This is an optimization exercise on Yosys and OpenROAD, whose aim is a short achievable clock period and few clock cycles, not a production implementation.
Function was checked by simulation only, so behaviour that the tests miss may differ from the original.
Power figures rest on the tool's default switching activity, not on a simulated workload.

### config.mk
export PLATFORM = sky130hd
export DESIGN_NAME = riscv_multicycle_top
export DESIGN_NICKNAME = riscv_multicycle_top
export VERILOG_FILES = /design/flow/design.v
export SDC_FILE = /design/flow/constraint.sdc
export NUM_CORES = 4
export LEC_CHECK = 0
export CAP_MARGIN = 20
export CORE_MARGIN = 2
export CORE_UTILIZATION = 40
export SLEW_MARGIN = 20
### flow/run.sh
#!/bin/bash
set -uo pipefail
bash standard.sh SETUP_SLACK_MARGIN=9 finish > flow_make.log 2>&1
status=$?
tail -20 flow_make.log
exit $status
### constraint.sdc
create_clock -name core_clock -period 12.0 [get_ports {clk}]
set_input_delay 2.4000 -clock core_clock [delete_from_list [all_inputs] [get_ports {clk}]]
set_output_delay 2.4000 -clock core_clock [all_outputs]
set_load 0.01 [all_outputs]
### design.v
package rv_isa_pkg;
	localparam int XLEN       = 32;
	localparam int REG_ADDR_W = 5;
	localparam logic [6:0] OPC_LUI    = 7'b0110111;
	localparam logic [6:0] OPC_AUIPC  = 7'b0010111;
	localparam logic [6:0] OPC_JAL    = 7'b1101111;
	localparam logic [6:0] OPC_JALR   = 7'b1100111;
	localparam logic [6:0] OPC_BRANCH = 7'b1100011;
	localparam logic [6:0] OPC_LOAD   = 7'b0000011;
	localparam logic [6:0] OPC_STORE  = 7'b0100011;
	localparam logic [6:0] OPC_OP_IMM = 7'b0010011;
	localparam logic [6:0] OPC_OP     = 7'b0110011;
	typedef struct packed {
		logic [6:0] funct7;
		logic [4:0] rs2;
		logic [4:0] rs1;
		logic [2:0] funct3;
		logic [4:0] rd;
		logic [6:0] opcode;
	} r_fmt_t;
	typedef struct packed {
		logic [11:0] imm11_0;
		logic [4:0]  rs1;
		logic [2:0]  funct3;
		logic [4:0]  rd;
		logic [6:0]  opcode;
	} i_fmt_t;
	typedef struct packed {
		logic [6:0] imm11_5;
		logic [4:0] rs2;
		logic [4:0] rs1;
		logic [2:0] funct3;
		logic [4:0] imm4_0;
		logic [6:0] opcode;
	} s_fmt_t;
	typedef struct packed {
		logic       imm12;
		logic [5:0] imm10_5;
		logic [4:0] rs2;
		logic [4:0] rs1;
		logic [2:0] funct3;
		logic [3:0] imm4_1;
		logic       imm11;
		logic [6:0] opcode;
	} b_fmt_t;
	typedef struct packed {
		logic [19:0] imm31_12;
		logic [4:0]  rd;
		logic [6:0]  opcode;
	} u_fmt_t;
	typedef struct packed {
		logic       imm20;
		logic [9:0] imm10_1;
		logic       imm11;
		logic [7:0] imm19_12;
		logic [4:0] rd;
		logic [6:0] opcode;
	} j_fmt_t;
	typedef union packed {
		r_fmt_t r;
		i_fmt_t i;
		s_fmt_t s;
		b_fmt_t b;
		u_fmt_t u;
		j_fmt_t j;
	} instr_t;
	typedef enum logic [3:0] {
		ALU_ADD  = 4'd0,
		ALU_SUB  = 4'd1,
		ALU_SLL  = 4'd2,
		ALU_SLT  = 4'd3,
		ALU_SLTU = 4'd4,
		ALU_XOR  = 4'd5,
		ALU_SRL  = 4'd6,
		ALU_SRA  = 4'd7,
		ALU_OR   = 4'd8,
		ALU_AND  = 4'd9
	} alu_op_t;
endpackage
package cpu_ctrl_pkg;
	typedef enum logic [8:0] {
		S_INIT = 9'b000000001,
		S_IF   = 9'b000000010,  
		S_IW   = 9'b000000100,  
		S_ID   = 9'b000001000,
		S_EX   = 9'b000010000,
		S_LD   = 9'b000100000,
		S_ST   = 9'b001000000,
		S_RDW  = 9'b010000000,  
		S_WB   = 9'b100000000
	} state_t;
	typedef enum logic [2:0] {
		CLS_ALU    = 3'd0,
		CLS_LOAD   = 3'd1,
		CLS_STORE  = 3'd2,
		CLS_BRANCH = 3'd3,
		CLS_JUMP   = 3'd4,
		CLS_UPPER  = 3'd5
	} inst_class_t;
	localparam int EV_CYCLE      = 0;
	localparam int EV_FETCH      = 1;
	localparam int EV_LOAD       = 2;
	localparam int EV_STORE      = 3;
	localparam int EV_FETCH_WAIT = 4;
	localparam int EV_LOAD_WAIT  = 5;
	localparam int EV_STORE_WAIT = 6;
	localparam int EV_TAKEN      = 7;
	localparam int NUM_EVENTS    = 8;
endpackage
import rv_isa_pkg::*;
module alu
(
	input  logic [XLEN-1:0] op_a,
	input  logic [XLEN-1:0] op_b,
	input  logic [XLEN-1:0] m,
	input  logic            sa_m,
	input  logic            sb_m,
	input  logic [XLEN-1:0] imm,
	input  logic [XLEN-1:0] pc4,
	input  logic            sub,
	input  logic            go_beq,
	input  logic            go_bne,
	input  logic            go_blt,
	input  logic            go_bge,
	input  logic            go_bltu,
	input  logic            go_bgeu,
	input  logic            r_add,
	input  logic            r_slt,
	input  logic            r_sltu,
	input  logic            r_xor,
	input  logic            r_or,
	input  logic            r_and,
	input  logic            r_sll,
	input  logic            r_sr,
	input  logic            sra,
	input  logic            r_link,
	output logic [XLEN-1:0] result,
	output logic [XLEN-1:0] addr,
	output logic [XLEN-1:0] b_val,
	output logic            cond
);
	logic [XLEN-1:0] a, b;
	assign a     = sa_m ? m : op_a;
	assign b     = sb_m ? m : op_b;
	assign b_val = b;
	logic [XLEN-1:0] s_rr, s_mr, s_rm, s_mm, sum;
	assign s_rr = sub ? (op_a - op_b) : (op_a + op_b);
	assign s_mr = sub ? (m - op_b) : (m + op_b);
	assign s_rm = sub ? (op_a - m) : (op_a + m);
	assign s_mm = sub ? '0 : (m + m);
	always_comb begin
		unique case ({sa_m, sb_m})
			2'b00:   sum = s_rr;
			2'b10:   sum = s_mr;
			2'b01:   sum = s_rm;
			default: sum = s_mm;
		endcase
	end
	logic [XLEN-1:0] ad_r, ad_m;
	assign ad_r = op_a + imm;
	assign ad_m = m + imm;
	assign addr = sa_m ? ad_m : ad_r;
	logic eq_rr, eq_mr, eq_rm, ltu_rr, ltu_mr, ltu_rm;
	assign eq_rr  = (op_a == op_b);
	assign eq_mr  = (m == op_b);
	assign eq_rm  = (op_a == m);
	assign ltu_rr = (op_a < op_b);
	assign ltu_mr = (m < op_b);
	assign ltu_rm = (op_a < m);
	logic eq, ltu, lt, a31, b31;
	always_comb begin
		unique case ({sa_m, sb_m})
			2'b00:   begin eq = eq_rr; ltu = ltu_rr; end
			2'b10:   begin eq = eq_mr; ltu = ltu_mr; end
			2'b01:   begin eq = eq_rm; ltu = ltu_rm; end
			default: begin eq = 1'b1;  ltu = 1'b0;   end
		endcase
	end
	assign a31 = a[XLEN-1];
	assign b31 = b[XLEN-1];
	assign lt  = (a31 ^ b31) ? a31 : ltu;
	assign cond = (go_beq & eq) | (go_bne & ~eq) | (go_blt & lt) | (go_bge & ~lt)
		| (go_bltu & ltu) | (go_bgeu & ~ltu);
	logic [4:0] shamt;
	logic [XLEN-1:0] sll_r, sr_r;
	assign shamt = b[4:0];
	assign sll_r = a << shamt;
	assign sr_r  = $unsigned($signed({sra & a[XLEN-1], a}) >>> shamt);
	assign result = ({XLEN{r_add}} & sum)
		| ({XLEN{r_slt}} & {{(XLEN-1){1'b0}}, lt})
		| ({XLEN{r_sltu}} & {{(XLEN-1){1'b0}}, ltu})
		| ({XLEN{r_xor}} & (a ^ b))
		| ({XLEN{r_or}} & (a | b))
		| ({XLEN{r_and}} & (a & b))
		| ({XLEN{r_sll}} & sll_r)
		| ({XLEN{r_sr}} & sr_r)
		| ({XLEN{r_link}} & pc4);
endmodule
import rv_isa_pkg::*;
module reg_file
(
	input  logic                  clk,
	input  logic                  wen,
	input  logic [REG_ADDR_W-1:0] waddr,
	input  logic [REG_ADDR_W-1:0] raddr1,
	input  logic [REG_ADDR_W-1:0] raddr2,
	input  logic [XLEN-1:0]       wdata,
	output logic [XLEN-1:0]       rdata1,
	output logic [XLEN-1:0]       rdata2
);
	logic [XLEN-1:0] regs [1:2**REG_ADDR_W-1];
	always_ff @(posedge clk) begin
		if (wen && waddr != '0)
			regs[waddr] <= wdata;
	end
	assign rdata1 = (raddr1 == '0) ? '0 : regs[raddr1];
	assign rdata2 = (raddr2 == '0) ? '0 : regs[raddr2];
endmodule
module perf_counter #(
	parameter int CNT_W = 32
) (
	input  logic             clk,
	input  logic             rst,
	input  logic             event_hit,
	output logic [CNT_W-1:0] count
);
	always_ff @(posedge clk) begin
		if (rst)
			count <= '0;
		else if (event_hit)
			count <= count + CNT_W'(1);  
	end
endmodule
import rv_isa_pkg::*;
module cpu_datapath
(
	input  logic                  clk,
	input  logic                  rst,
	output logic [XLEN-1:0]       pc,
	output logic                  inst_req_valid,
	input  logic                  inst_req_ready,
	input  logic [XLEN-1:0]       instruction,
	input  logic                  inst_valid,
	output logic                  inst_ready,
	output logic [XLEN-1:0]       mem_address,
	output logic                  mem_write,
	output logic [XLEN-1:0]       write_data,
	output logic                  mem_read,
	input  logic                  mem_req_ready,
	input  logic [XLEN-1:0]       read_data,
	input  logic                  read_data_valid,
	output logic                  read_data_ready,
	output logic                  retire_valid,
	output logic                  retire_wen,
	output logic [REG_ADDR_W-1:0] retire_rd,
	output logic [XLEN-1:0]       retire_data,
	output logic [XLEN-1:0]       retire_pc,
	output logic                  retire_taken
);
	logic [XLEN-1:0] pc_q;
	logic            req_q;       
	logic            pc_ok_q;     
	logic [2:0]      outst_q;     
	logic [2:0]      kill_q;      
	logic [1:0]      live_q;      
	logic            rpend_q;     
	logic [XLEN-1:0] rpc_q;
	logic [XLEN-1:0] resp_pc_q;   
	logic            redir_q;     
	logic [XLEN-1:0] redir_tgt_q;
	logic [1:0]      ib_wp_q, ib_rp_q;
	logic [XLEN-1:0] ib_ins_q [2];
	logic [XLEN-1:0] ib_pc_q [2];
	logic            x_valid;
	logic [XLEN-1:0] x_pc, x_imm, x_pc4;
	logic [4:0]      x_rd;
	logic            x_wen, x_load, x_store, x_jal, x_jalr;
	logic            x_beq, x_bne, x_blt, x_bge, x_bltu, x_bgeu;
	logic            x_sub;
	logic            x_r_add, x_r_slt, x_r_sltu, x_r_xor, x_r_or, x_r_and;
	logic            x_r_sll, x_r_sr, x_sra, x_r_link;
	logic [XLEN-1:0] x_op_a, x_op_b;
	logic            x_sa_m, x_sa_w, x_sb_m, x_sb_w;
	logic            x_hz, x_rdone;
	logic            m_valid, m_wen, m_load, m_tk;
	logic [4:0]      m_rd;
	logic [XLEN-1:0] m_pc, m_result;
	logic            mem_read_q, mem_write_q;
	logic [XLEN-1:0] mem_addr_q, wdata_q;
	logic            w_valid, w_wen, w_load, w_have, w_tk;
	logic [4:0]      w_rd;
	logic [XLEN-1:0] w_pc, w_result;
	logic            r_valid, r_wen, r_tk;
	logic [4:0]      r_rd;
	logic [XLEN-1:0] r_data, r_pc;
	assign pc              = pc_q;
	assign inst_req_valid  = req_q & pc_ok_q;
	assign inst_ready      = 1'b1;
	assign read_data_ready = 1'b1;
	assign mem_read        = mem_read_q;
	assign mem_write       = mem_write_q;
	assign mem_address     = mem_addr_q;
	assign write_data      = wdata_q;
	assign retire_valid    = r_valid;
	assign retire_wen      = r_wen;
	assign retire_rd       = r_rd;
	assign retire_data     = r_data;
	assign retire_pc       = r_pc;
	assign retire_taken    = r_tk;
	logic bstall, xadv, x_hold;
	assign bstall = ((mem_read_q | mem_write_q) & ~mem_req_ready)
		| (w_valid & w_load & ~w_have & ~read_data_valid);
	assign x_hold = x_valid & x_hz;
	assign xadv   = ~bstall & ~x_hold;
	logic            acc, arr, arr_live, i_from_ib, i_valid, i_take;
	logic [XLEN-1:0] i_ins, i_pc;
	assign acc       = req_q & pc_ok_q & inst_req_ready;
	assign arr       = inst_valid;
	assign arr_live  = arr & (kill_q == 3'd0);
	assign i_from_ib = (ib_wp_q != ib_rp_q);
	assign i_valid   = i_from_ib | arr_live;
	assign i_ins     = i_from_ib ? ib_ins_q[ib_rp_q[0]] : instruction;
	assign i_pc      = i_from_ib ? ib_pc_q[ib_rp_q[0]] : resp_pc_q;
	logic redirect;
	logic [XLEN-1:0] target;
	assign i_take = i_valid & xadv;
	logic [4:0] i_opc;
	logic [2:0] i_f3;
	logic [4:0] i_rd, i_rs1, i_rs2;
	logic i_lui, i_auipc, i_jal, i_jalr, i_branch, i_load, i_store, i_opimm, i_op;
	logic i_wen, i_use1, i_use2;
	logic [XLEN-1:0] i_imm;
	assign i_opc = i_ins[6:2];
	assign i_f3  = i_ins[14:12];
	assign i_rd  = i_ins[11:7];
	assign i_rs1 = i_ins[19:15];
	assign i_rs2 = i_ins[24:20];
	assign i_lui    = (i_opc == 5'b01101);
	assign i_auipc  = (i_opc == 5'b00101);
	assign i_jal    = (i_opc == 5'b11011);
	assign i_jalr   = (i_opc == 5'b11001);
	assign i_branch = (i_opc == 5'b11000);
	assign i_load   = (i_opc == 5'b00000);
	assign i_store  = (i_opc == 5'b01000);
	assign i_opimm  = (i_opc == 5'b00100);
	assign i_op     = (i_opc == 5'b01100);
	assign i_wen  = (i_lui | i_auipc | i_jal | i_jalr | i_load | i_opimm | i_op) & (i_rd != 5'd0);
	assign i_use1 = ~(i_lui | i_auipc | i_jal) & (i_rs1 != 5'd0);
	assign i_use2 = (i_op | i_branch | i_store) & (i_rs2 != 5'd0);
	always_comb begin
		if (i_store)
			i_imm = {{20{i_ins[31]}}, i_ins[31:25], i_ins[11:7]};
		else if (i_branch)
			i_imm = {{19{i_ins[31]}}, i_ins[31], i_ins[7], i_ins[30:25], i_ins[11:8], 1'b0};
		else if (i_lui | i_auipc)
			i_imm = {i_ins[31:12], 12'b0};
		else if (i_jal)
			i_imm = {{11{i_ins[31]}}, i_ins[31], i_ins[19:12], i_ins[20], i_ins[30:21], 1'b0};
		else
			i_imm = {{20{i_ins[31]}}, i_ins[31:20]};
	end
	logic i_alu;
	assign i_alu = i_op | i_opimm;
	logic [XLEN-1:0] rf_rdata1, rf_rdata2;
	logic            rf_wen;
	logic [XLEN-1:0] rf_wdata;
	reg_file reg_file_inst (
		.clk    (clk),
		.wen    (rf_wen),
		.waddr  (r_rd),
		.raddr1 (i_rs1),
		.raddr2 (i_rs2),
		.wdata  (rf_wdata),
		.rdata1 (rf_rdata1),
		.rdata2 (rf_rdata2)
	);
	logic [XLEN-1:0] fwd_b, result, addr, tgt_pc;
	logic            cond, x_go;
	assign tgt_pc = x_pc + x_imm;
	assign x_go   = x_valid & ~x_rdone & ~x_hz;
	alu alu_inst (
		.op_a    (x_op_a),
		.op_b    (x_op_b),
		.m       (m_result),
		.sa_m    (x_sa_m),
		.sb_m    (x_sb_m),
		.imm     (x_imm),
		.pc4     (x_pc4),
		.sub     (x_sub),
		.go_beq  (x_go & x_beq),
		.go_bne  (x_go & x_bne),
		.go_blt  (x_go & x_blt),
		.go_bge  (x_go & x_bge),
		.go_bltu (x_go & x_bltu),
		.go_bgeu (x_go & x_bgeu),
		.r_add   (x_r_add),
		.r_slt   (x_r_slt),
		.r_sltu  (x_r_sltu),
		.r_xor   (x_r_xor),
		.r_or    (x_r_or),
		.r_and   (x_r_and),
		.r_sll   (x_r_sll),
		.r_sr    (x_r_sr),
		.sra     (x_sra),
		.r_link  (x_r_link),
		.result  (result),
		.addr    (addr),
		.b_val   (fwd_b),
		.cond    (cond)
	);
	assign redirect = cond | (x_go & (x_jal | x_jalr));
	assign target   = x_jalr ? {addr[XLEN-1:1], 1'b0} : tgt_pc;
	logic [XLEN-1:0] w_wdata;
	assign w_wdata = (w_load & ~w_have) ? read_data : w_result;
	logic hX1, hM1, hW1, hR1, hX2, hM2, hW2, hR2;
	assign hX1 = i_use1 & x_valid & x_wen & (i_rs1 == x_rd);
	assign hM1 = i_use1 & m_valid & m_wen & (i_rs1 == m_rd);
	assign hW1 = i_use1 & w_valid & w_wen & (i_rs1 == w_rd);
	assign hR1 = i_use1 & r_valid & r_wen & (i_rs1 == r_rd);
	assign hR2 = i_use2 & r_valid & r_wen & (i_rs2 == r_rd);
	assign hX2 = i_use2 & x_valid & x_wen & (i_rs2 == x_rd);
	assign hM2 = i_use2 & m_valid & m_wen & (i_rs2 == m_rd);
	assign hW2 = i_use2 & w_valid & w_wen & (i_rs2 == w_rd);
	logic [XLEN-1:0] a_other, b_other;
	logic            a_rf, b_rf;
	logic            na_m, na_w, nb_m, nb_w;
	always_comb begin
		if (bstall) begin
			na_m = x_sa_m;
			nb_m = x_sb_m;
			na_w = x_sa_w & ~(w_have | read_data_valid);
			nb_w = x_sb_w & ~(w_have | read_data_valid);
			a_rf = 1'b0;
			b_rf = 1'b0;
			a_other = x_sa_w ? w_wdata : x_op_a;
			b_other = x_sb_w ? w_wdata : x_op_b;
		end else if (x_hold) begin
			na_m = 1'b0;
			nb_m = 1'b0;
			na_w = x_sa_m & m_load;
			nb_w = x_sb_m & m_load;
			a_rf = 1'b0;
			b_rf = 1'b0;
			a_other = x_sa_m ? m_result : x_sa_w ? w_wdata : x_op_a;
			b_other = x_sb_m ? m_result : x_sb_w ? w_wdata : x_op_b;
		end else begin
			na_m = hX1;
			nb_m = hX2;
			na_w = ~hX1 & hM1 & m_load;
			nb_w = ~hX2 & hM2 & m_load;
			a_rf = ~i_auipc & ~i_lui & ~hM1 & ~hW1 & ~hR1;
			b_rf = (i_op | i_branch | i_store) & ~hM2 & ~hW2 & ~hR2;
			a_other = hM1 ? m_result : hW1 ? w_wdata : hR1 ? r_data : i_auipc ? i_pc : '0;
			b_other = hM2 ? m_result : hW2 ? w_wdata : hR2 ? r_data : i_imm;
		end
	end
	logic [2:0] outst_n, kill_n;
	logic [1:0] live_n, ib_wp_n;
	logic       pend, req_n;
	assign outst_n = outst_q + {2'b0, acc} - {2'b0, arr};
	assign pend    = req_q & pc_ok_q & ~acc;
	assign kill_n  = redirect ? (outst_n + {2'b0, pend})
		: (kill_q - {2'b0, arr & (kill_q != 3'd0)});
	assign live_n  = redirect ? 2'd0 : (live_q + {1'b0, acc & ~rpend_q} - {1'b0, i_take});
	assign req_n   = pend | ~live_n[1];
	assign ib_wp_n = ib_wp_q + {1'b0, arr_live};
	logic [XLEN-1:0] rpc_val, pc_other;
	logic            ok_other;
	assign rpc_val = redir_q ? redir_tgt_q : rpc_q;
	always_comb begin
		if (pend) begin
			pc_other = pc_q;
			ok_other = pc_ok_q;
		end else if (rpend_q) begin
			pc_other = rpc_val;
			ok_other = 1'b1;
		end else if (acc) begin
			pc_other = pc_q + XLEN'(4);
			ok_other = pc_ok_q & ~(&pc_q[11:2]);
		end else begin
			pc_other = pc_q;
			ok_other = pc_ok_q;
		end
	end
	always_ff @(posedge clk) begin
		if (rst) begin
			pc_q      <= '0;
			req_q     <= 1'b1;
			pc_ok_q   <= 1'b1;
			outst_q   <= '0;
			kill_q    <= '0;
			live_q    <= '0;
			rpend_q   <= 1'b0;
			resp_pc_q <= '0;
			redir_q   <= 1'b0;
			ib_wp_q   <= '0;
			ib_rp_q   <= '0;
		end else begin
			pc_q    <= (redirect & ~pend) ? target : pc_other;
			pc_ok_q <= (redirect & ~pend) | ok_other;
			req_q   <= req_n;
			outst_q <= outst_n;
			kill_q  <= kill_n;
			live_q  <= live_n;
			redir_q <= redirect;
			if (pend & redirect)
				rpend_q <= 1'b1;
			else if (~pend)
				rpend_q <= 1'b0;
			if (redir_q)
				resp_pc_q <= redir_tgt_q;
			else if (arr_live)
				resp_pc_q <= resp_pc_q + XLEN'(4);
			ib_wp_q <= ib_wp_n;
			ib_rp_q <= redirect ? ib_wp_n : (ib_rp_q + {1'b0, i_take});
		end
	end
	always_ff @(posedge clk) begin
		redir_tgt_q <= target;
		if (redir_q)
			rpc_q <= redir_tgt_q;
		if (arr_live) begin
			ib_ins_q[ib_wp_q[0]] <= instruction;
			ib_pc_q[ib_wp_q[0]]  <= resp_pc_q;
		end
	end
	always_ff @(posedge clk) begin
		if (rst)
			x_valid <= 1'b0;
		else if (xadv)
			x_valid <= i_valid & ~redirect;
	end
	always_ff @(posedge clk) begin
		x_op_a <= a_rf ? rf_rdata1 : a_other;
		x_op_b <= b_rf ? rf_rdata2 : b_other;
		x_sa_m <= na_m;
		x_sa_w <= na_w;
		x_sb_m <= nb_m;
		x_sb_w <= nb_w;
		x_hz   <= (na_m & (xadv ? x_load : m_load)) | na_w
			| (nb_m & (xadv ? x_load : m_load)) | nb_w;
		if (xadv) begin
			x_pc     <= i_pc;
			x_pc4    <= i_pc + XLEN'(4);
			x_imm    <= i_imm;
			x_rd     <= i_rd;
			x_wen    <= i_wen;
			x_load   <= i_load;
			x_store  <= i_store;
			x_jal    <= i_jal;
			x_jalr   <= i_jalr;
			x_beq    <= i_branch & (i_f3 == 3'b000);
			x_bne    <= i_branch & (i_f3 == 3'b001);
			x_blt    <= i_branch & (i_f3 == 3'b100);
			x_bge    <= i_branch & (i_f3 == 3'b101);
			x_bltu   <= i_branch & (i_f3 == 3'b110);
			x_bgeu   <= i_branch & (i_f3 == 3'b111);
			x_sub    <= i_op & (i_f3 == 3'b000) & i_ins[30];
			x_r_add  <= (i_alu & (i_f3 == 3'b000)) | i_lui | i_auipc;
			x_r_slt  <= i_alu & (i_f3 == 3'b010);
			x_r_sltu <= i_alu & (i_f3 == 3'b011);
			x_r_xor  <= i_alu & (i_f3 == 3'b100);
			x_r_or   <= i_alu & (i_f3 == 3'b110);
			x_r_and  <= i_alu & (i_f3 == 3'b111);
			x_r_sll  <= i_alu & (i_f3 == 3'b001);
			x_r_sr   <= i_alu & (i_f3 == 3'b101);
			x_sra    <= i_ins[30];
			x_r_link <= i_jal | i_jalr;
			x_rdone  <= 1'b0;
		end else
			x_rdone <= x_rdone | redirect;
	end
	always_ff @(posedge clk) begin
		if (rst) begin
			m_valid     <= 1'b0;
			mem_read_q  <= 1'b0;
			mem_write_q <= 1'b0;
		end else if (bstall) begin
			mem_read_q  <= mem_read_q & ~mem_req_ready;
			mem_write_q <= mem_write_q & ~mem_req_ready;
		end else begin
			m_valid     <= x_valid & ~x_hz;
			mem_read_q  <= x_valid & ~x_hz & x_load;
			mem_write_q <= x_valid & ~x_hz & x_store;
		end
	end
	always_ff @(posedge clk) begin
		if (~bstall) begin
			m_wen      <= x_wen;
			m_load     <= x_load;
			m_tk       <= x_rdone | redirect;
			m_rd       <= x_rd;
			m_pc       <= x_pc;
			m_result   <= result;
			mem_addr_q <= addr;
			wdata_q    <= fwd_b;
		end
	end
	always_ff @(posedge clk) begin
		if (rst)
			w_valid <= 1'b0;
		else if (~bstall)
			w_valid <= m_valid;
	end
	always_ff @(posedge clk) begin
		if (~bstall) begin
			w_wen    <= m_wen;
			w_load   <= m_load;
			w_tk     <= m_tk;
			w_rd     <= m_rd;
			w_pc     <= m_pc;
			w_result <= m_result;
			w_have   <= 1'b0;
		end else if (w_valid & w_load & ~w_have & read_data_valid) begin
			w_result <= read_data;
			w_have   <= 1'b1;
		end
	end
	assign rf_wdata = r_data;
	assign rf_wen   = r_valid & r_wen;
	always_ff @(posedge clk) begin
		if (rst) begin
			r_valid <= 1'b0;
			r_wen   <= 1'b0;
		end else begin
			r_valid <= w_valid & ~bstall;
			if (w_valid & ~bstall)
				r_wen <= w_wen;
		end
	end
	always_ff @(posedge clk) begin
		if (w_valid & ~bstall) begin
			r_rd   <= w_rd;
			r_data <= w_wdata;
			r_pc   <= w_pc;
			r_tk   <= w_tk;
		end
	end
endmodule
import rv_isa_pkg::*;
import cpu_ctrl_pkg::*;
module riscv_multicycle_top
#(
	parameter int              CNT_W    = 32,
	parameter logic [XLEN-1:0] RESET_PC = '0
) (
	input  logic                                clk,
	input  logic                                rst,
	output logic [XLEN-1:0]                     pc,
	output logic                                inst_req_valid,
	input  logic                                inst_req_ready,
	input  logic [XLEN-1:0]                     instruction,
	input  logic                                inst_valid,
	output logic                                inst_ready,
	output logic [XLEN-1:0]                     mem_address,
	output logic                                mem_write,
	output logic [XLEN-1:0]                     write_data,
	output logic                                mem_read,
	input  logic                                mem_req_ready,
	input  logic [XLEN-1:0]                     read_data,
	input  logic                                read_data_valid,
	output logic                                read_data_ready,
	output logic                                retire_valid,
	output logic                                retire_wen,
	output logic [REG_ADDR_W-1:0]               retire_rd,
	output logic [XLEN-1:0]                     retire_data,
	output logic [XLEN-1:0]                     retire_pc,
	output logic [NUM_EVENTS-1:0][CNT_W-1:0]    perf_cnt
);
	logic [NUM_EVENTS-1:0] events;
	logic                  retire_taken;
	cpu_datapath cpu_datapath_inst (
		.clk             (clk),
		.rst             (rst),
		.pc              (pc),
		.inst_req_valid  (inst_req_valid),
		.inst_req_ready  (inst_req_ready),
		.instruction     (instruction),
		.inst_valid      (inst_valid),
		.inst_ready      (inst_ready),
		.mem_address     (mem_address),
		.mem_write       (mem_write),
		.write_data      (write_data),
		.mem_read        (mem_read),
		.mem_req_ready   (mem_req_ready),
		.read_data       (read_data),
		.read_data_valid (read_data_valid),
		.read_data_ready (read_data_ready),
		.retire_valid    (retire_valid),
		.retire_wen      (retire_wen),
		.retire_rd       (retire_rd),
		.retire_data     (retire_data),
		.retire_pc       (retire_pc),
		.retire_taken    (retire_taken)
	);
	always_comb begin
		events                = '0;
		events[EV_CYCLE]      = 1'b1;
		events[EV_FETCH]      = inst_req_valid & inst_req_ready;
		events[EV_LOAD]       = mem_read & mem_req_ready;
		events[EV_STORE]      = mem_write & mem_req_ready;
		events[EV_FETCH_WAIT] = inst_req_valid | inst_ready;
		events[EV_LOAD_WAIT]  = mem_read | read_data_ready;
		events[EV_STORE_WAIT] = mem_write;
		events[EV_TAKEN]      = retire_valid & retire_taken;
	end
	for (genvar i = 0; i < NUM_EVENTS; i++) begin : g_perf
		perf_counter #(
			.CNT_W (CNT_W)
		) perf_counter_inst (
			.clk       (clk),
			.rst       (rst),
			.event_hit (events[i]),
			.count     (perf_cnt[i])
		);
	end
endmodule
### standard.sh
#!/bin/bash
# synth_recipe.tcl (not shown) runs the flow's synth.tcl, then flattens the netlist and writes it again
# the make line also repeats each setting of config.mk as NAME=value (left out here)
make -C /OpenROAD-flow-scripts/flow DESIGN_CONFIG=/design/flow/config.mk WORK_HOME=/design/flow/orfs CLKGATE_MAP_FILE= SYNTH_SCRIPT=/design/flow/synth_recipe.tcl "${@:-finish}"
==> results of run 1 <==
-- critical path: stages --
cell      delay [ns]
buf_6           0.11
nor3_4          0.06
buf_4           0.15
nor2_4          0.20
buf_12          0.23
buf_16          0.20
mux4_2          0.53
a211oi_1        0.31
a211oi_1        0.14
a31oi_1         0.76
o21ai_2         0.11
-- stage by stage --
step / worst slack [ns] / power (W) / utilization / instance area (um2) / hold slack [ns]
2_1_floorplan: 6.30 / 0.0246 / - / 111000 / 0.400
3_3_place_gp: 4.68 / 0.0335 / 0.441 / 119000 / 0.406
3_5_place_dp: 4.62 / 0.0336 / 0.441 / 119000 / 0.405
4_1_cts: 7.68 / 0.0475 / 0.534 / 144000 / 0.393
5_1_grt: 7.50 / 0.0525 / 0.559 / 151000 / 0.402
6_report: 7.56 / 0.0514 / 0.559 / 151000 / 0.405
-- worst paths after layout --
kind | startpoint | endpoint | slack [ns] | cells past startpoint
setup reg to reg | cpu_datapath_inst.m_result[23] | cpu_datapath_inst.pc_q[27] | 7.59 | 17
hold reg to reg | cpu_datapath_inst.w_pc[9] | cpu_datapath_inst.r_pc[9] | 0.41 | 0
setup / recovery | instruction[20] | cpu_datapath_inst.x_op_b[10] | 7.56 | 11
hold / removal | cpu_datapath_inst.w_pc[9] | cpu_datapath_inst.r_pc[9] | 0.41 | 0
-- cells by family after synthesis --
| family | count (synthesis) | synth area share |
|---|---|---|
| flip-flops | 1993 | 0.508 |
| XOR/XNOR | 456 | 0.0369 |
| buffers and inverters | 967 | 0.0358 |
| AND/OR/NAND/NOR | 2900 | 0.120 |
| other | 1 | 0.0000346 |
| multiplexers | 786 | 0.125 |
| AO/OA/AOI/OAI | 2197 | 0.133 |
| adder cells (fa/ha/maj) | 347 | 0.0407 |
-- power groups by stage --
stage | logic [W] | registers [W] | clock network [W]
after floorplan | 0.0150 | 0.00954 | 0
after global placement | 0.0235 | 0.00994 | 0
after detailed placement | 0.0236 | 0.00996 | 0
after CTS | 0.0307 | 0.00979 | 0.00694
after global routing | 0.0353 | 0.00989 | 0.00722
final | 0.0346 | 0.00986 | 0.00693
-- repair_timing --
item | 4_1_cts | 5_1_grt
hold endpoints to repair | 0 | 0
pin swaps | 364 | 400
endpoints found under the setup margin | 2066 | 1172
resized for setup | 4143 | 802
gates cloned | 156 | 32
buffers inserted | 848 | 294
-- registers in the layout, indices dropped and copies added (netlist names), 60 cells and up --
| register | cells |
|---|---|
| cpu_datapath_inst.reg_file_inst.regs | 992 |
| cpu_datapath_inst.ib_pc_q | 64 |
| cpu_datapath_inst.ib_ins_q | 60 |
| g_perf.perf_counter_inst.count | 256 |
-- synth_stat cells, types with 237 or more instances --
| cell | count | area [um2] |
|---|---|---|
| a211oi_1 | 246 | 1850 |
| a21oi_1 | 565 | 2830 |
| clkbuf_1 | 439 | 1650 |
| dfxtp_1 | 478 | 9570 |
| edfxtp_1 | 1515 | 45500 |
| ha_1 | 338 | 4230 |
| inv_1 | 334 | 1250 |
| mux2i_1 | 271 | 2710 |
| mux4_2 | 448 | 10100 |
| nand2_1 | 1052 | 3950 |
| nand3_1 | 266 | 1330 |
| nor2_1 | 861 | 3230 |
| o21ai_0 | 402 | 2010 |
| xor2_1 | 237 | 2080 |
-- metal layers --
metal | vias to the layer above | share of wire | track usage
li1 | 39900 | - | -
met1 | 48100 | 0.35 | 0.438
met2 | 7067 | 0.42 | 0.534
met3 | 1919 | 0.14 | 0.127
met4 | 32 | 0.097 | 0.272
met5 | - | 0.0011 | 0.0190
-- layout make-up --
class | count | area (um2)
Fill cell | 21700 | 119000
Multi-Input combinational cell | 6707 | 58100
Sequential cell | 1993 | 55900
Timing Repair Buffer | 2039 | 23700
Clock buffer | 280 | 5910
Tap cell | 3570 | 4470
Inverter | 341 | 1420
Clock inverter | 120 | 1280
Timing Repair inverter | 4 | 87.6
Antenna cell | 24 | 60.1
==> results.json, run 1 <==
{
  "stdcell_count": 15100,
  "worst_pin_slew_ns": 1.11,
  "die_area_mm2": 0.275,
  "synth.cell_area_mm2": 0.108,
  "nets": 11700,
  "cts_buffers": 217,
  "syn_avg_cell_area_um2": 11.2,
  "finalHoldViolCount": 0,
  "io_pins": 498,
  "htree_levels": 4,
  "drive_above_1_share": 0.390,
  "timing.fmax_mhz": 225,
  "setup_viol": 0,
  "die_h_um": 524,
  "coreArea_mm2": 0.270,
  "cts_buffer_depth": 4,
  "clk_latency_ns": 0.98,
  "slew_violations": 0,
  "ys_seq_area_frac": 0.508,
  "crit_path_start_kind": "primary input",
  "arrival_ns": 5.21,
  "dp.cells": 13300,
  "pwr-share-clk": 0.135,
  "seqPwrFrac": 0.192,
  "via_per_inst": 6.43,
  "drcViolationCount": 0,
  "grt_pass1_wl_um": 711000,
  "grt_start_max_net_pins": 97,
  "vias": 97000,
  "ys.flop_type": "edfxtp_1",
  "switchingPower_w": 0.0247,
  "syn_inst": 9647,
  "path_class": "primary input to flip-flop",
  "post-route-period-util": 0.370,
  "p_int_w": 0.0267,
  "p_leak_nw": 56.8,
  "async_flop_share": 0,
  "peakVddDrop_uv": 277,
  "numPortBuffers": 493,
  "skew_ns": 0.143,
  "hold_buffers": 0,
  "p_per_area_mw_per_mm2": 341,
  "yosysUniqueCellTypes": 101,
  "p_comb_frac": 0.673,
  "finalWirelength_um": 528000,
  "rows": 191,
  "cp.required_ns": 12.77,
  "synth_warnings": 5,
  "firstDrtPassIters": 13,
  "routedWlPerCell_um": 35.0,
  "final_cell_mix": "edfxtp_1 (1515), buf_4 (991), nand2_1 (970)",
  "grt_remaining_overflow": 0,
  "end_kind": "flip-flop",
  "cts_num_sinks": 1993,
  "syn_to_final_growth_pct": 39.2,
  "dp_hpwl_um": 303000,
  "ys_ff_latch": 1993,
  "max-slew-margin-rel": 0.263,
  "grt.total_usage": 0.364,
  "clk_pin_slew_worst_paths_ns": 0.06,
  "grt_pass1_vias": 91600,
  "drtIter0Drc": 14000,
  "maxCapViolCount": 0,
  "final_antenna_net_count": 0,
  "gp_congestion": 1.00,
  "rsz0062_at_grt": "true",
  "antenna_found_initial": 34,
  "final.setup.tns_ns": 0,
  "timing.final.crit_period_ns": 4.44,
  "cts_tree": "done",
  "status": "finished clean",
  "critPathMaxFanout": 13,
  "p_sw_frac": 0.480,
  "synth_edf_count": 1515,
  "clock-root-buffer": "clkbuf_16",
  "hp-class": "flip-flop to flip-flop",
  "die_w_um": 524,
  "initial_core_util": 0.401,
  "layout_commonest_cell": "edfxtp_1"
}
Testbench counts, summed over its fixed seeds: cycles 36,745.
==> run 2: changes to the inputs <==
--- a/design.v
+++ b/design.v
@@ -135,4 +135,7 @@
 	input  logic            sra,
 	input  logic            r_link,
+	input  logic            r_imm,
+	input  logic            r_tgt,
+	input  logic [XLEN-1:0] tgt,
 	output logic [XLEN-1:0] result,
 	output logic [XLEN-1:0] addr,
@@ -195,5 +198,7 @@
 		| ({XLEN{r_sll}} & sll_r)
 		| ({XLEN{r_sr}} & sr_r)
-		| ({XLEN{r_link}} & pc4);
+		| ({XLEN{r_link}} & pc4)
+		| ({XLEN{r_imm}} & imm)
+		| ({XLEN{r_tgt}} & tgt);
 endmodule
 import rv_isa_pkg::*;
@@ -203,17 +208,23 @@
 	input  logic                  wen,
 	input  logic [REG_ADDR_W-1:0] waddr,
-	input  logic [REG_ADDR_W-1:0] raddr1,
-	input  logic [REG_ADDR_W-1:0] raddr2,
 	input  logic [XLEN-1:0]       wdata,
+	input  logic [31:0]           sel1,
+	input  logic [31:0]           sel2,
 	output logic [XLEN-1:0]       rdata1,
 	output logic [XLEN-1:0]       rdata2
 );
-	logic [XLEN-1:0] regs [1:2**REG_ADDR_W-1];
+	logic [XLEN-1:0] regs [1:31];
 	always_ff @(posedge clk) begin
 		if (wen && waddr != '0)
 			regs[waddr] <= wdata;
 	end
-	assign rdata1 = (raddr1 == '0) ? '0 : regs[raddr1];
-	assign rdata2 = (raddr2 == '0) ? '0 : regs[raddr2];
+	always_comb begin
+		rdata1 = '0;
+		rdata2 = '0;
+		for (int k = 1; k < 32; k++) begin
+			rdata1 = rdata1 | ({XLEN{sel1[k]}} & regs[k]);
+			rdata2 = rdata2 | ({XLEN{sel2[k]}} & regs[k]);
+		end
+	end
 endmodule
 module perf_counter #(
@@ -268,8 +279,14 @@
 	logic [XLEN-1:0] resp_pc_q;   
 	logic            redir_q;     
+	logic            rload_q;     
 	logic [XLEN-1:0] redir_tgt_q;
-	logic [1:0]      ib_wp_q, ib_rp_q;
-	logic [XLEN-1:0] ib_ins_q [2];
-	logic [XLEN-1:0] ib_pc_q [2];
+	logic            skip_q;      
+	logic            alt_act_q;   
+	logic            alt_bad_q;   
+	logic [XLEN-1:0] alt_seq_q, alt_tgt_q;
+	logic [1:0]      ib_cnt_q;
+	logic            ib_ne_q;     
+	logic [XLEN-1:0] ib0_ins_q, ib1_ins_q, ib0_pc_q, ib1_pc_q;
+	logic [31:0]     ib0_sel1_q, ib0_sel2_q;
 	logic            x_valid;
 	logic [XLEN-1:0] x_pc, x_imm, x_pc4;
@@ -279,8 +296,8 @@
 	logic            x_sub;
 	logic            x_r_add, x_r_slt, x_r_sltu, x_r_xor, x_r_or, x_r_and;
-	logic            x_r_sll, x_r_sr, x_sra, x_r_link;
+	logic            x_r_sll, x_r_sr, x_sra, x_r_link, x_r_imm, x_r_tgt;
 	logic [XLEN-1:0] x_op_a, x_op_b;
 	logic            x_sa_m, x_sa_w, x_sb_m, x_sb_w;
-	logic            x_hz, x_rdone;
+	logic            x_hz, x_rdone, x_tkd, x_alt;
 	logic            m_valid, m_wen, m_load, m_tk;
 	logic [4:0]      m_rd;
@@ -294,4 +311,6 @@
 	logic [4:0]      r_rd;
 	logic [XLEN-1:0] r_data, r_pc;
+	logic [4:0]      r_rd_o;      
+	logic [XLEN-1:0] r_data_o;
 	assign pc              = pc_q;
 	assign inst_req_valid  = req_q & pc_ok_q;
@@ -304,6 +323,6 @@
 	assign retire_valid    = r_valid;
 	assign retire_wen      = r_wen;
-	assign retire_rd       = r_rd;
-	assign retire_data     = r_data;
+	assign retire_rd       = r_rd_o;
+	assign retire_data     = r_data_o;
 	assign retire_pc       = r_pc;
 	assign retire_taken    = r_tk;
@@ -317,9 +336,9 @@
 	assign acc       = req_q & pc_ok_q & inst_req_ready;
 	assign arr       = inst_valid;
-	assign arr_live  = arr & (kill_q == 3'd0);
-	assign i_from_ib = (ib_wp_q != ib_rp_q);
+	assign arr_live  = arr & ((kill_q == 3'd0) | skip_q);
+	assign i_from_ib = ib_ne_q;
 	assign i_valid   = i_from_ib | arr_live;
-	assign i_ins     = i_from_ib ? ib_ins_q[ib_rp_q[0]] : instruction;
-	assign i_pc      = i_from_ib ? ib_pc_q[ib_rp_q[0]] : resp_pc_q;
+	assign i_ins     = i_from_ib ? ib0_ins_q : instruction;
+	assign i_pc      = i_from_ib ? ib0_pc_q : resp_pc_q;
 	logic redirect;
 	logic [XLEN-1:0] target;
@@ -336,16 +355,16 @@
 	assign i_rs1 = i_ins[19:15];
 	assign i_rs2 = i_ins[24:20];
-	assign i_lui    = (i_opc == 5'b01101);
-	assign i_auipc  = (i_opc == 5'b00101);
-	assign i_jal    = (i_opc == 5'b11011);
-	assign i_jalr   = (i_opc == 5'b11001);
-	assign i_branch = (i_opc == 5'b11000);
-	assign i_load   = (i_opc == 5'b00000);
-	assign i_store  = (i_opc == 5'b01000);
-	assign i_opimm  = (i_opc == 5'b00100);
-	assign i_op     = (i_opc == 5'b01100);
+	assign i_lui    = i_ins[5] & i_ins[4] & i_ins[2];
+	assign i_auipc  = ~i_ins[5] & i_ins[4] & i_ins[2];
+	assign i_jal    = i_ins[6] & i_ins[3];
+	assign i_jalr   = i_ins[6] & ~i_ins[3] & i_ins[2];
+	assign i_branch = i_ins[6] & ~i_ins[2];
+	assign i_load   = ~i_ins[6] & ~i_ins[5] & ~i_ins[4];
+	assign i_store  = ~i_ins[6] & i_ins[5] & ~i_ins[4];
+	assign i_opimm  = ~i_ins[5] & i_ins[4] & ~i_ins[2];
+	assign i_op     = i_ins[5] & i_ins[4] & ~i_ins[2];
 	assign i_wen  = (i_lui | i_auipc | i_jal | i_jalr | i_load | i_opimm | i_op) & (i_rd != 5'd0);
-	assign i_use1 = ~(i_lui | i_auipc | i_jal) & (i_rs1 != 5'd0);
-	assign i_use2 = (i_op | i_branch | i_store) & (i_rs2 != 5'd0);
+	assign i_use1 = ~(i_ins[4] & i_ins[2]) & ~i_jal & (i_rs1 != 5'd0);
+	assign i_use2 = i_ins[5] & ~i_ins[2] & (i_rs2 != 5'd0);
 	always_comb begin
 		if (i_store)
@@ -365,10 +384,23 @@
 	logic            rf_wen;
 	logic [XLEN-1:0] rf_wdata;
+	logic [31:0]     sel1, sel2, bus_sel1, bus_sel2, ib1_sel1, ib1_sel2;
+	always_comb begin
+		for (int k = 0; k < 32; k++) begin
+			bus_sel1[k] = (instruction[19:15] == 5'(k));
+			bus_sel2[k] = (instruction[24:20] == 5'(k));
+			ib1_sel1[k] = (ib1_ins_q[19:15] == 5'(k));
+			ib1_sel2[k] = (ib1_ins_q[24:20] == 5'(k));
+		end
+	end
+	assign sel1 = i_from_ib ? ib0_sel1_q : bus_sel1;
+	assign sel2 = i_from_ib ? ib0_sel2_q : bus_sel2;
+	logic [XLEN-1:0] w_wdata;
+	assign w_wdata = (w_load & ~w_have) ? read_data : w_result;
 	reg_file reg_file_inst (
 		.clk    (clk),
 		.wen    (rf_wen),
 		.waddr  (r_rd),
-		.raddr1 (i_rs1),
-		.raddr2 (i_rs2),
+		.sel1   (sel1),
+		.sel2   (sel2),
 		.wdata  (rf_wdata),
 		.rdata1 (rf_rdata1),
@@ -404,4 +436,7 @@
 		.sra     (x_sra),
 		.r_link  (x_r_link),
+		.r_imm   (x_r_imm),
+		.r_tgt   (x_r_tgt),
+		.tgt     (tgt_pc),
 		.result  (result),
 		.addr    (addr),
@@ -409,8 +444,61 @@
 		.cond    (cond)
 	);
-	assign redirect = cond | (x_go & (x_jal | x_jalr));
+	logic alt_t, alt_n;
+	assign redirect = (cond & (~x_alt | alt_bad_q)) | (x_go & (x_jal | x_jalr));
+	assign alt_t    = cond & x_alt & ~alt_bad_q;
+	assign alt_n    = x_go & x_alt & ~cond;
 	assign target   = x_jalr ? {addr[XLEN-1:1], 1'b0} : tgt_pc;
-	logic [XLEN-1:0] w_wdata;
-	assign w_wdata = (w_load & ~w_have) ? read_data : w_result;
+	logic            jal_go, fredir;
+	logic [XLEN-1:0] jal_tgt, ftarget;
+	logic [12:0]      jal_lo;
+	logic             jal_near, jal_page;
+	logic [11:0] jo_b;
+	logic [11:0] kg [5];
+	logic [11:0] kp [5];
+	assign jo_b  = {i_ins[20], i_ins[30:21], 1'b0};
+	assign kg[0] = i_pc[11:0] & jo_b;
+	assign kp[0] = i_pc[11:0] ^ jo_b;
+	for (genvar l = 0; l < 4; l++) begin : g_ks
+		for (genvar i = 0; i < 12; i++) begin : g_bit
+			if (i >= (1 << l)) begin : g_op
+				assign kg[l+1][i] = kg[l][i] | (kp[l][i] & kg[l][i - (1 << l)]);
+				assign kp[l+1][i] = kp[l][i] & kp[l][i - (1 << l)];
+			end else begin : g_pass
+				assign kg[l+1][i] = kg[l][i];
+				assign kp[l+1][i] = kp[l][i];
+			end
+		end
+	end
+	assign jal_lo = {kg[4][11], kp[0] ^ {kg[4][10:0], 1'b0}};
+	assign jal_near = (~i_ins[31] & (i_ins[19:12] == 8'h00))
+		| (i_ins[31] & (i_ins[19:12] == 8'hff));
+	assign jal_page = i_ins[31] == jal_lo[12];
+	assign jal_tgt  = {i_pc[XLEN-1:12], jal_lo[11:0]};
+	assign jal_go   = i_take & i_jal & jal_near & ~alt_act_q;
+	logic [11:0] bo_b;
+	logic [11:0] bg [5];
+	logic [11:0] bp [5];
+	logic [12:0] br_lo;
+	assign bo_b  = {i_ins[7], i_ins[30:25], i_ins[11:8], 1'b0};
+	assign bg[0] = i_pc[11:0] & bo_b;
+	assign bp[0] = i_pc[11:0] ^ bo_b;
+	for (genvar l = 0; l < 4; l++) begin : g_bks
+		for (genvar i = 0; i < 12; i++) begin : g_bbit
+			if (i >= (1 << l)) begin : g_op
+				assign bg[l+1][i] = bg[l][i] | (bp[l][i] & bg[l][i - (1 << l)]);
+				assign bp[l+1][i] = bp[l][i] & bp[l][i - (1 << l)];
+			end else begin : g_pass
+				assign bg[l+1][i] = bg[l][i];
+				assign bp[l+1][i] = bp[l][i];
+			end
+		end
+	end
+	assign br_lo = {bg[4][11], bp[0] ^ {bg[4][10:0], 1'b0}};
+	logic i_hz, alt_go;
+	assign i_hz   = (hX1 & x_load) | (~hX1 & hM1 & m_load) | (hX2 & x_load) | (~hX2 & hM2 & m_load);
+	assign alt_go = ~i_from_ib & arr_live & xadv & i_branch & i_ins[31] & ~i_hz & acc
+		& (outst_q == 3'd1) & (kill_q == 3'd0) & ~skip_q & ~rpend_q & ~alt_act_q;
+	assign fredir  = redirect | jal_go | alt_n;
+	assign ftarget = redirect ? target : alt_n ? alt_seq_q : jal_tgt;
 	logic hX1, hM1, hW1, hR1, hX2, hM2, hW2, hR2;
 	assign hX1 = i_use1 & x_valid & x_wen & (i_rs1 == x_rd);
@@ -418,4 +506,12 @@
 	assign hW1 = i_use1 & w_valid & w_wen & (i_rs1 == w_rd);
 	assign hR1 = i_use1 & r_valid & r_wen & (i_rs1 == r_rd);
+	logic vM1, vW1, vR1, vM2, vW2, vR2, b_isreg;
+	assign vM1 = m_valid & m_wen & (i_rs1 == m_rd);
+	assign vW1 = w_valid & w_wen & (i_rs1 == w_rd);
+	assign vR1 = r_valid & r_wen & (i_rs1 == r_rd);
+	assign vM2 = m_valid & m_wen & (i_rs2 == m_rd);
+	assign vW2 = w_valid & w_wen & (i_rs2 == w_rd);
+	assign vR2 = r_valid & r_wen & (i_rs2 == r_rd);
+	assign b_isreg = i_ins[5] & ~i_ins[2];
 	assign hR2 = i_use2 & r_valid & r_wen & (i_rs2 == r_rd);
 	assign hX2 = i_use2 & x_valid & x_wen & (i_rs2 == x_rd);
@@ -449,20 +545,40 @@
 			na_w = ~hX1 & hM1 & m_load;
 			nb_w = ~hX2 & hM2 & m_load;
-			a_rf = ~i_auipc & ~i_lui & ~hM1 & ~hW1 & ~hR1;
-			b_rf = (i_op | i_branch | i_store) & ~hM2 & ~hW2 & ~hR2;
-			a_other = hM1 ? m_result : hW1 ? w_wdata : hR1 ? r_data : i_auipc ? i_pc : '0;
-			b_other = hM2 ? m_result : hW2 ? w_wdata : hR2 ? r_data : i_imm;
+			a_rf = ~vM1 & ~vW1 & ~vR1;
+			b_rf = b_isreg & ~vM2 & ~vW2 & ~vR2;
+			a_other = vM1 ? m_result : vW1 ? w_wdata : r_data;
+			b_other = ~b_isreg ? i_imm : vM2 ? m_result : vW2 ? w_wdata : r_data;
 		end
 	end
 	logic [2:0] outst_n, kill_n;
-	logic [1:0] live_n, ib_wp_n;
+	logic [1:0] live_n, ib_cnt_n;
+	logic       ib_pop, ib_push;
 	logic       pend, req_n;
 	assign outst_n = outst_q + {2'b0, acc} - {2'b0, arr};
 	assign pend    = req_q & pc_ok_q & ~acc;
-	assign kill_n  = redirect ? (outst_n + {2'b0, pend})
-		: (kill_q - {2'b0, arr & (kill_q != 3'd0)});
-	assign live_n  = redirect ? 2'd0 : (live_q + {1'b0, acc & ~rpend_q} - {1'b0, i_take});
+	always_comb begin
+		if (redirect | jal_go)
+			kill_n = outst_n + {2'b0, pend};
+		else if (alt_t)
+			kill_n = outst_n - {2'b0, acc};
+		else if (alt_n)
+			kill_n = 3'd1;
+		else
+			kill_n = kill_q - {2'b0, arr & ~skip_q & (kill_q != 3'd0)};
+	end
+	always_comb begin
+		if (redirect | jal_go)
+			live_n = 2'd0;
+		else if (alt_t)
+			live_n = 2'd1;
+		else if (alt_n)
+			live_n = (arr_live & i_take) ? 2'd0 : 2'd1;
+		else
+			live_n = live_q + {1'b0, acc & ~rpend_q} - {1'b0, i_take};
+	end
 	assign req_n   = pend | ~live_n[1];
-	assign ib_wp_n = ib_wp_q + {1'b0, arr_live};
+	assign ib_pop   = i_take & i_from_ib;
+	assign ib_push  = arr_live & ~(i_take & ~i_from_ib);
+	assign ib_cnt_n = (redirect | jal_go | alt_t) ? 2'd0 : (ib_cnt_q - {1'b0, ib_pop} + {1'b0, ib_push});
 	logic [XLEN-1:0] rpc_val, pc_other;
 	logic            ok_other;
@@ -494,33 +610,58 @@
 			resp_pc_q <= '0;
 			redir_q   <= 1'b0;
-			ib_wp_q   <= '0;
-			ib_rp_q   <= '0;
+			rload_q   <= 1'b0;
+			skip_q    <= 1'b0;
+			alt_act_q <= 1'b0;
+			ib_cnt_q  <= '0;
+			ib_ne_q   <= 1'b0;
 		end else begin
-			pc_q    <= (redirect & ~pend) ? target : pc_other;
-			pc_ok_q <= (redirect & ~pend) | ok_other;
+			pc_q    <= (fredir & ~pend) ? ftarget : alt_go ? {i_pc[XLEN-1:12], br_lo[11:0]} : pc_other;
+			pc_ok_q <= (fredir & ~pend) | alt_go | ok_other;
 			req_q   <= req_n;
 			outst_q <= outst_n;
 			kill_q  <= kill_n;
 			live_q  <= live_n;
-			redir_q <= redirect;
-			if (pend & redirect)
+			redir_q <= fredir;
+			rload_q <= redirect | jal_go;
+			alt_act_q <= alt_go;
+			if (alt_n)
+				skip_q <= ~arr_live;
+			else if (arr)
+				skip_q <= 1'b0;
+			if (pend & fredir)
 				rpend_q <= 1'b1;
 			else if (~pend)
 				rpend_q <= 1'b0;
-			if (redir_q)
+			if (rload_q)
 				resp_pc_q <= redir_tgt_q;
+			else if (alt_t)
+				resp_pc_q <= alt_tgt_q;
 			else if (arr_live)
 				resp_pc_q <= resp_pc_q + XLEN'(4);
-			ib_wp_q <= ib_wp_n;
-			ib_rp_q <= redirect ? ib_wp_n : (ib_rp_q + {1'b0, i_take});
+			ib_cnt_q <= ib_cnt_n;
+			ib_ne_q  <= (ib_cnt_n != 2'd0);
 		end
 	end
 	always_ff @(posedge clk) begin
-		redir_tgt_q <= target;
+		redir_tgt_q <= ftarget;
+		alt_seq_q   <= pc_other;
+		alt_tgt_q   <= {i_pc[XLEN-1:12], br_lo[11:0]};
+		alt_bad_q   <= ~br_lo[12];
 		if (redir_q)
 			rpc_q <= redir_tgt_q;
-		if (arr_live) begin
-			ib_ins_q[ib_wp_q[0]] <= instruction;
-			ib_pc_q[ib_wp_q[0]]  <= resp_pc_q;
+		if (ib_pop ? (ib_cnt_q == 2'd2) : 1'b0) begin
+			ib0_ins_q  <= ib1_ins_q;
+			ib0_pc_q   <= ib1_pc_q;
+			ib0_sel1_q <= ib1_sel1;
+			ib0_sel2_q <= ib1_sel2;
+		end else if (ib_push & (ib_pop | (ib_cnt_q == 2'd0))) begin
+			ib0_ins_q  <= instruction;
+			ib0_pc_q   <= resp_pc_q;
+			ib0_sel1_q <= bus_sel1;
+			ib0_sel2_q <= bus_sel2;
+		end
+		if (ib_push & (ib_pop ? (ib_cnt_q == 2'd2) : (ib_cnt_q == 2'd1))) begin
+			ib1_ins_q <= instruction;
+			ib1_pc_q  <= resp_pc_q;
 		end
 	end
@@ -529,5 +670,5 @@
 			x_valid <= 1'b0;
 		else if (xadv)
-			x_valid <= i_valid & ~redirect;
+			x_valid <= i_valid & ~redirect & ~alt_t;
 	end
 	always_ff @(posedge clk) begin
@@ -557,5 +698,7 @@
 			x_bgeu   <= i_branch & (i_f3 == 3'b111);
 			x_sub    <= i_op & (i_f3 == 3'b000) & i_ins[30];
-			x_r_add  <= (i_alu & (i_f3 == 3'b000)) | i_lui | i_auipc;
+			x_r_add  <= i_alu & (i_f3 == 3'b000);
+			x_r_imm  <= i_lui;
+			x_r_tgt  <= i_auipc;
 			x_r_slt  <= i_alu & (i_f3 == 3'b010);
 			x_r_sltu <= i_alu & (i_f3 == 3'b011);
@@ -567,7 +710,11 @@
 			x_sra    <= i_ins[30];
 			x_r_link <= i_jal | i_jalr;
-			x_rdone  <= 1'b0;
-		end else
-			x_rdone <= x_rdone | redirect;
+			x_rdone  <= i_jal & jal_near & jal_page & ~alt_act_q;
+			x_tkd    <= i_jal & jal_near & jal_page & ~alt_act_q;
+			x_alt    <= alt_go;
+		end else begin
+			x_rdone <= x_rdone | redirect | alt_t | alt_n;
+			x_tkd   <= x_tkd | redirect | alt_t;
+		end
 	end
 	always_ff @(posedge clk) begin
@@ -589,5 +736,5 @@
 			m_wen      <= x_wen;
 			m_load     <= x_load;
-			m_tk       <= x_rdone | redirect;
+			m_tk       <= x_tkd | redirect | alt_t;
 			m_rd       <= x_rd;
 			m_pc       <= x_pc;
@@ -622,18 +769,20 @@
 		if (rst) begin
 			r_valid <= 1'b0;
-			r_wen   <= 1'b0;
 		end else begin
 			r_valid <= w_valid & ~bstall;
-			if (w_valid & ~bstall)
-				r_wen <= w_wen;
 		end
 	end
 	always_ff @(posedge clk) begin
-		if (w_valid & ~bstall) begin
+		r_wen  <= w_wen;
+		r_rd_o   <= w_rd;
+		r_data_o <= w_wdata;
+	end
+	always_ff @(posedge clk) begin
+		if (w_valid & w_wen & ~bstall) begin
 			r_rd   <= w_rd;
 			r_data <= w_wdata;
-			r_pc   <= w_pc;
-			r_tk   <= w_tk;
 		end
+		r_pc   <= w_pc;
+		r_tk   <= w_tk;
 	end
 endmodule
==> flow/run.sh (replaced) <==
#!/bin/bash
set -uo pipefail
bash standard.sh SETUP_SLACK_MARGIN=9 "BUFFER_PORTS_ARGS=-buffer_cell sky130_fd_sc_hd__buf_4" finish > flow_make.log 2>&1
status=$?
tail -20 flow_make.log
exit $status
==> run 2 against run 1 <==
Against the previous run:
- routed wire length increased by 18%
- combinational power decreased by 21%
- final cell count increased by 7.9%
- sequential cell count increased by 170
- highest routed layer unchanged
- first-iteration DRC count increased by 38%
- still clean on timing, DRC and antenna
- critical path type is now flip-flop to flip-flop
- final area increased by 6.1%
- sequential share of layout area increased by 0.19 points
==> results.json, run 2 <==
{
  "status": "finished clean",
  "post-synth-top-count-cell": "edfxtp_1",
  "antenna_found_initial": 45,
  "nets": 12800,
  "pwr-share-clk": 0.167,
  "synth_warnings": 9,
  "routedWlPerCell_um": 38.3,
  "ys.flop_type": "edfxtp_1",
  "cts_buffer_depth": 4,
  "grt_pass1_wl_um": 809000,
  "initial_core_util": 0.403,
  "synth_edf_count": 1547,
  "worst_pin_slew_ns": 1.38,
  "final_antenna_net_count": 0,
  "setup_slack_ns": 7.72,
  "htree_levels": 4,
  "skew_ns": 0.117,
  "die_w_um": 532,
  "ys_seq_area_frac": 0.528,
  "clock-root-buffer": "clkbuf_16",
  "finalHoldViolCount": 0,
  "critPathTopFamily": "compound AO/OA/AOI/OAI gates",
  "largest_reg_flops": 992,
  "firstDrtPassIters": 14,
  "synth.cell_area_mm2": 0.111,
  "slew_violations": 0,
  "drcViolationCount": 0,
  "p_per_area_mw_per_mm2": 289,
  "coreArea_mm2": 0.277,
  "crit_chain": "buf_8 > buf_6 > mux2i_4 > inv_4 > ha_4 > nand3_4 > or4_4 > o41a_1 > o211ai_4 > a211oi_4 > o31a_2 > o2111ai_4 > o31ai_4 > xor2_2 > nand2_2 > a221oi_2",
  "dp.cells": 14200,
  "syn_to_final_growth_pct": 43.7,
  "finalWirelength_um": 623000,
  "p_sw_frac": 0.461,
  "p_leak_nw": 59.2,
  "cp.required_ns": 12.86,
  "yosysUniqueCellTypes": 137,
  "dp_slack_ns": 4.74,
  "cts_tree": "done",
  "switchingPower_w": 0.0213,
  "top_register": "cpu_datapath_inst.reg_file_inst.regs",
  "total_power_w": 0.0463,
  "cts_num_sinks": 2163,
  "fillers": 21600,
  "crit_path_start_kind": "flip-flop",
  "setup_viol": 0,
  "hp-class": "flip-flop to flip-flop",
  "cpPeakStageDelay_ns": 0.50,
  "async_flop_share": 0,
  "timing.final.crit_period_ns": 4.28,
  "maxCapViolCount": 0,
  "arrival_ns": 5.14,
  "drive_above_1_share": 0.386,
  "peakVddDrop_uv": 164,
  "vias": 113000,
  "die_area_mm2": 0.283,
  "path_class": "flip-flop to flip-flop",
  "rsz0062_at_grt": "true",
  "die_h_um": 532,
  "grt_use_met2": 0.590,
  "layout_commonest_cell": "edfxtp_1",
  "grt.total_usage": 0.400,
  "ys_ff_latch": 2163,
  "met1_usage": 0.462,
  "end_kind": "flip-flop",
  "syn_avg_cell_area_um2": 10.7,
  "cp_slowest_cell": "dfxtp_4",
  "rows": 193,
  "clk_latency_ns": 1.03,
  "stdcell_count": 16300,
  "post-route-period-util": 0.357,
  "met3_usage": 0.140,
  "max-slew-margin-rel": 0.0762,
  "design_area_mm2": 0.160,
  "path_buf_inv": 3,
  "place_area_mm2": 0.120,
  "ys_top_cells_by_count": "edfxtp_1 (1547), nand2_1 (884), nor2_1 (768)",
  "cts_buffers": 235,
  "synth_area_leaders": "edfxtp_1 (42%), dfxtp_1 (11%), ha_1 (4.0%), nand2_1 (3.0%), a21oi_1 (2.8%)",
  "synth_top_cell_by_area": "edfxtp_1",
  "seqPwrFrac": 0.238,
  "final_cell_mix": "edfxtp_1 (1547), buf_4 (1126), nand2_1 (786)",
  "drtIter0Drc": 19300,
  "timing.fmax_mhz": 234,
  "dp_hpwl_um": 343000,
  "p_int_w": 0.0249,
  "syn_inst": 10400,
  "via_per_inst": 6.95,
  "clk_pin_slew_worst_paths_ns": 0.07,
  "grt_pass1_vias": 104000,
  "synth_top_area_share": 0.417,
  "grt_start_max_net_pins": 90,
  "io_pins": 498,
  "p_comb_frac": 0.595,
  "numPortBuffers": 493,
  "critPathMaxFanout": 7,
  "top_usage_layer": "met2",
  "grt_remaining_overflow": 0,
  "gp_congestion": 0.999,
  "final.setup.tns_ns": 0
}
[run 2: changes by cell type after synthesis, sizes merged, moves of 138 or more]
cell	delta
dfxtp	+138
a221oi	+271
nand4	+148
a22o	+257
o21ai	+162
a22oi	+322
mux4	-447
nand2	-169
[run 2: repair_timing]
item                        CTS  global route
setup buffers               963           401
gates resized for setup    3117           942
gates cloned                140            47
pin swaps                   603           515
hold buffers                  0             0
setup endpoints to repair  1534          1760
[run 2: cell type report]
| cell class | count | area, um2 | share of cell area |
|---|---|---|---|
| inverters | 392 | 1640 | 0.0102 |
| well taps | 3705 | 4640 | 0.0290 |
| multi-input cells | 7215 | 59200 | 0.370 |
| repair inverters | 8 | 113 | 0.000704 |
| repair buffers | 2305 | 26700 | 0.167 |
| clock buffers | 312 | 6630 | 0.0414 |
| diodes | 45 | 113 | 0.000704 |
| clock inverters | 130 | 1460 | 0.00910 |
| flip-flops and latches | 2163 | 59600 | 0.372 |
[run 2: cell families after synthesis]
family	synth area share
DFF	0.528
and+or+nand+nor	0.118
muxes	0.0359
AOI/OAI and AO/OA	0.200
buffers and inverters	0.0394
other	0.0000337
xor gates and xnor gates	0.0374
adders and majority gates	0.0418
[run 2: power groups by stage]
| stage | sequential (W) | combinational [W] | clock (W) |
|---|---|---|---|
| after floorplan | 0.0105 | 0.0105 | 0 |
| after global placement | 0.0110 | 0.0176 | 0 |
| after detailed placement | 0.0111 | 0.0177 | 0 |
| after CTS | 0.0109 | 0.0236 | 0.00769 |
| after global routing | 0.0110 | 0.0279 | 0.00799 |
| final | 0.0110 | 0.0275 | 0.00773 |
[run 2: worst paths after layout]
path | from | endpoint | slack, ns | cells past startpoint
max | cpu_datapath_inst.x_sa_m | cpu_datapath_inst.pc_q[31] | 7.72 | 16
min | cpu_datapath_inst.w_pc[16] | cpu_datapath_inst.r_pc[16] | 0.34 | 0
max reg2reg | cpu_datapath_inst.x_sa_m | cpu_datapath_inst.pc_q[31] | 7.72 | 16
min reg2reg | cpu_datapath_inst.w_pc[16] | cpu_datapath_inst.r_pc[16] | 0.34 | 0
[run 2: layer usage]
metal	vias up	routed length, um	share of wire
met1	54700	200000	0.32
li1	43900	-	-
met2	10800	255000	0.41
met5	-	705	0.0011
met4	44	74400	0.12
met3	3649	91700	0.15
[run 2: worst register-to-register path: cells and delay by family, from the launching register on]
| family | cells | cell delay [ns] |
|---|---|---|
| DFF | 1 | 0.50 |
| xor gates and xnor gates | 1 | 0.29 |
| adders and majority gates | 1 | 0.29 |
| AOI/OAI and AO/OA | 7 | 1.78 |
| buffers and inverters | 3 | 0.39 |
| and+or+nand+nor | 3 | 0.65 |
| muxes | 1 | 0.28 |
[run 2: metrics by stage]
| stage | utilization | hold slack, ns |
|---|---|---|
| 2_1_floorplan | - | 0.323 |
| 3_3_place_gp | 0.434 | 0.328 |
| 3_5_place_dp | 0.434 | 0.327 |
| 4_1_cts | 0.546 | 0.341 |
| 5_1_grt | 0.578 | 0.346 |
| 6_report | 0.578 | 0.336 |
Testbench counts of run 2, summed over its fixed seeds: cycles 35,095.

separate check: timing with driven ports:
In the flow no input, the clock included, has a driving cell. The finished layouts below were timed again as built, in two steps.
Step 1, drivers: a clkbuf_16 drives clk and a buf_2 each remaining input, both assumed.
Step 2, shift: input delay + t, output delay - t, t = (earliest + latest rising clock arrival at the registers) / 2. This alone moves slack from input paths to output paths.
Slacks: no drivers / after step 1 / after step 2; pairs: no drivers / after step 1.
| run | t, ns | setup slack, ns | hold WS [ns] | worst setup path at the end |
|---|---|---|---|---|
| run 1 | 1.014 | 7.562 / 7.553 / 6.539 | 0.405 / 0.405 / 0.405 | input to register |
| run 2 | 1.067 | 7.720 / 7.668 / 6.601 | 0.336 / 0.336 / 0.336 | input to register |
After both steps every run listed still meets setup and hold. The setup slack of run 2, which loses most, moves by -0.052 ns with the drivers and by -1.119 ns with both steps.
